Background: an optimization exercise with open tools, aiming at small area, a short achievable clock period and few clock cycles. Do not read the settings as production practice.
Function was checked by simulation only, so behaviour that the tests miss may differ from the original.
No activity file was given, so power comes from the tool's default toggle rates.

==> flow/design.v (excerpt) <==
module rate_monotonic_task_picker #(
  parameter int MAX_TASKS = rmtp_pkg::MaxTasksDef
) (
  input  logic                          clk_i,
  input  logic                          rst_ni,
  input  logic                          in_valid_i,
  output logic                          in_stall_o,
  input  logic [92:0]                   in_data_i,
  output logic                          out_valid_o,
  input  logic                          out_stall_i,
  output logic [4:0]                    out_data_o,
  input  logic                          cfg_we_i,
  input  logic [0:0]                    cfg_idx_i,
  input  logic [4:0]                    cfg_wdata_i
);
clock: 10.0 ns
lec_check: 0
cap_margin: 20
core_margin: 2
core_utilization: 45
cts_cluster_diameter: 70
cts_cluster_size: 25
place_density: 0.62
setup_slack_margin: 5
slew_margin: 20
tns_end_percent: 5
standard.sh (not shown) runs the stock make flow with config.mk's settings and CLKGATE_MAP_FILE= SYNTH_SCRIPT=/design/flow/synth_recipe.tcl, a recipe that flattens the netlist after the stock synthesis.
==> flow/flow/run.sh <==
#!/bin/bash
# The standard layout (standard.sh), with two changes to how it is made:
# timing repair may resize a cell to one of another footprint, and the port
# buffers are buf_4 cells.
set -euo pipefail
bash standard.sh MATCH_CELL_FOOTPRINT=0 "BUFFER_PORTS_ARGS=-buffer_cell sky130_fd_sc_hd__buf_4" finish > standard.log 2>&1
Testbench counts at the start, summed over its fixed seeds: cycles 8,596.
Next try:
--- a/flow/design.v
+++ b/flow/design.v
@@ -65,52 +65,46 @@
     end else if (take_o && in_opcode_i == rmtp_pkg::OP_TICK) begin
       out_vld_q <= 1'b1;
     end else if (!out_stall_i) begin
       out_vld_q <= 1'b0;
     end
   end
 endmodule
 `timescale 1ns / 1ps
 module rmtp_pick (
   input  logic [15:0]        rdy_i,
   input  logic [15:0][15:0]  le_i,
-  output logic [15:0]        win_o
+  input  logic [3:0]         idle_i,
+  output rmtp_pkg::out_item_t pick_o
 );
+  logic [15:0] win;
+  logic [3:0]  idx;
   always_comb begin
     for (int i = 0; i < 16; i++) begin
-      win_o[i] = rdy_i[i];
+      win[i] = rdy_i[i];
       for (int j = 0; j < 16; j++) begin
         if (j < i) begin
-          win_o[i] = win_o[i] && (!rdy_i[j] || !le_i[j][i]);
+          win[i] = win[i] && (!rdy_i[j] || !le_i[j][i]);
         end else if (j > i) begin
-          win_o[i] = win_o[i] && (!rdy_i[j] || le_i[i][j]);
+          win[i] = win[i] && (!rdy_i[j] || le_i[i][j]);
         end
       end
     end
-  end
-endmodule
-module rmtp_enc (
-  input  logic [15:0]         win_i,
-  input  logic [3:0]          idle_i,
-  output rmtp_pkg::out_item_t pick_o
-);
-  logic [3:0] idx;
-  always_comb begin
     idx = '0;
     for (int i = 0; i < 16; i++) begin
-      if (win_i[i]) begin
+      if (win[i]) begin
         idx = idx | 4'(i);
       end
     end
-    pick_o.chosen_idx = (|win_i) ? idx : idle_i;
-    pick_o.is_idle    = !(|win_i);
+    pick_o.chosen_idx = (|rdy_i) ? idx : idle_i;
+    pick_o.is_idle    = !(|rdy_i);
   end
 endmodule
 module rmtp_dpath (
   input  logic                              clk_i,
   input  logic                              rst_ni,
   input  logic                              take_i,
   input  rmtp_pkg::in_item_t                in_data_i,
   output rmtp_pkg::out_item_t               out_data_o,
   input  logic                              cfg_we_i,
   input  logic [rmtp_pkg::CfgIdxW-1:0]      cfg_idx_i,
   input  logic [rmtp_pkg::CfgDataW-1:0]     cfg_wdata_i
@@ -126,23 +120,22 @@
   logic [N-1:0]       wake_q, wait_q;
   logic [N-1:0][N-1:0] le_q;
   logic [4:0]          task_count_q;
   logic [3:0]          idle_task_q;
   logic            is_load, is_tick, is_set, is_wake, is_wait;
   logic [N-1:0]    ksel, csel, act, run_ok, base;
   logic [3:0]      cur;
   logic            chg_en, refill, sum_le;
   logic [15:0]     q_cur, p_cur, q_dec;
   logic [31:0]     r_cur;
   logic [N-1:0]    p_lt, p_eq;
-  logic [N-1:0]        win_wo, win_w;
   rmtp_pkg::out_item_t pick_wo, pick_w;
   assign is_load = take_i && in_data_i.opcode == rmtp_pkg::OP_LOAD;
   assign is_tick = take_i && in_data_i.opcode == rmtp_pkg::OP_TICK;
   assign is_set  = take_i && in_data_i.opcode == rmtp_pkg::OP_SET;
   assign is_wake = take_i && in_data_i.opcode == rmtp_pkg::OP_WAKE_REQ;
   assign is_wait = take_i && in_data_i.opcode == rmtp_pkg::OP_WAIT_REQ;
   assign cur     = in_data_i.current_task;
   assign chg_en  = is_tick && cur != idle_task_q;
   logic        w_cur;
   always_comb begin
     q_cur = '0;
@@ -257,78 +250,70 @@
           le_q[i][j] <= p_lt[i] || p_eq[i];
         end
       end
     end
   end
   logic ok_le1, ok_le0;
   assign ok_le1 = (chg_en && refill) ? |(run_ok & csel) : |(base & csel);
   assign ok_le0 = (chg_en && refill) ? 1'b0 : |(base & csel);
   rmtp_pick u_pick_wo (
     .rdy_i  (base & ~csel),
     .le_i   (le_q),
-    .win_o  (win_wo)
+    .idle_i (idle_task_q),
+    .pick_o (pick_wo)
   );
   rmtp_pick u_pick_w (
     .rdy_i  (base | csel),
     .le_i   (le_q),
-    .win_o  (win_w)
+    .idle_i (idle_task_q),
+    .pick_o (pick_w)
   );
   always_ff @(posedge clk_i) begin
     r_cur_q   <= r_cur;
     p_cur_q   <= p_cur;
     qt_new_q  <= refill ? d_cur : q_dec;
     cwr_idx_q <= cur;
   end
   always_ff @(posedge clk_i or negedge rst_ni) begin
     if (!rst_ni) begin
       cwr_en_q <= 1'b0;
       rwr_en_q <= 1'b0;
     end else begin
       cwr_en_q <= chg_en;
       rwr_en_q <= chg_en && refill;
     end
   end
-  logic [N-1:0]        win_w_q, win_wo_q;
+  rmtp_pkg::out_item_t pick_w_q, pick_wo_q;
   logic                ok_le1_q, ok_le0_q, sum_le_q;
   always_ff @(posedge clk_i) begin
     if (is_tick) begin
-      win_w_q   <= win_w;
-      win_wo_q  <= win_wo;
+      pick_w_q  <= pick_w;
+      pick_wo_q <= pick_wo;
       ok_le1_q  <= ok_le1;
       ok_le0_q  <= ok_le0;
       sum_le_q  <= sum_le;
     end
   end
   always_ff @(posedge clk_i or negedge rst_ni) begin
     if (!rst_ni) begin
       task_count_q <= '0;
       idle_task_q  <= '0;
     end else if (cfg_we_i) begin
       if (cfg_idx_i == rmtp_pkg::REG_TASK_COUNT) begin
         task_count_q <= cfg_wdata_i;
       end else begin
         idle_task_q <= cfg_wdata_i[3:0];
       end
     end
   end
-  rmtp_enc u_enc_w (
-    .win_i  (win_w_q),
-    .idle_i (idle_task_q),
-    .pick_o (pick_w)
-  );
-  rmtp_enc u_enc_wo (
-    .win_i  (win_wo_q),
-    .idle_i (idle_task_q),
-    .pick_o (pick_wo)
-  );
-  assign out_data_o = (sum_le_q ? ok_le1_q : ok_le0_q) ? pick_w : pick_wo;
+  assign out_data_o = (sum_le_q ? ok_le1_q : ok_le0_q) ? pick_w_q : pick_wo_q;
 endmodule
 `timescale 1ns / 1ps
 module rate_monotonic_task_picker #(
   parameter int MAX_TASKS = rmtp_pkg::MaxTasksDef
 ) (
   input  logic                          clk_i,
   input  logic                          rst_ni,
   input  logic                          in_valid_i,
   output logic                          in_stall_o,
   input  logic [92:0]                   in_data_i,
   output logic                          out_valid_o,
Fmax increases by 4.2%.
Setup slack improved by 0.23 ns.
Sequential share of layout area went down by 0.32 points.
Worst hold slack loses 0.020 ns.
Cell count falls by 0.91%.
Power drops by 2.4%.
Via count falls by 3.2%.
Testbench counts after the change, summed over its fixed seeds: cycles 8,596.

## afterwards: timing with drivers on the ports
Ports are ideal in the flow. The routed layouts listed here were re-timed in OpenROAD.
Step 1 assumes that a clkbuf_16 drives the clock port and a buf_2 every other input.
Step 2 times the ports against the registers' clock, not the clock port: input delays grow and output delays shrink by t, the midpoint of the rising clock arrivals with the driver on.
Slacks: ideal ports / drivers / drivers and shift; pairs: ideal ports / drivers.
run	t, ns	setup slack, ns	latest minus earliest clock arrival (ns)
the first run	0.941	4.212 / 3.984 / 3.044	0.065 / 0.065
the second run	0.928	4.445 / 4.224 / 3.296	0.052 / 0.052
After both steps every run listed still meets setup and hold. For the first run, which loses most, drivers alone change the setup slack by -0.228 ns; drivers and shift together by -1.168 ns.
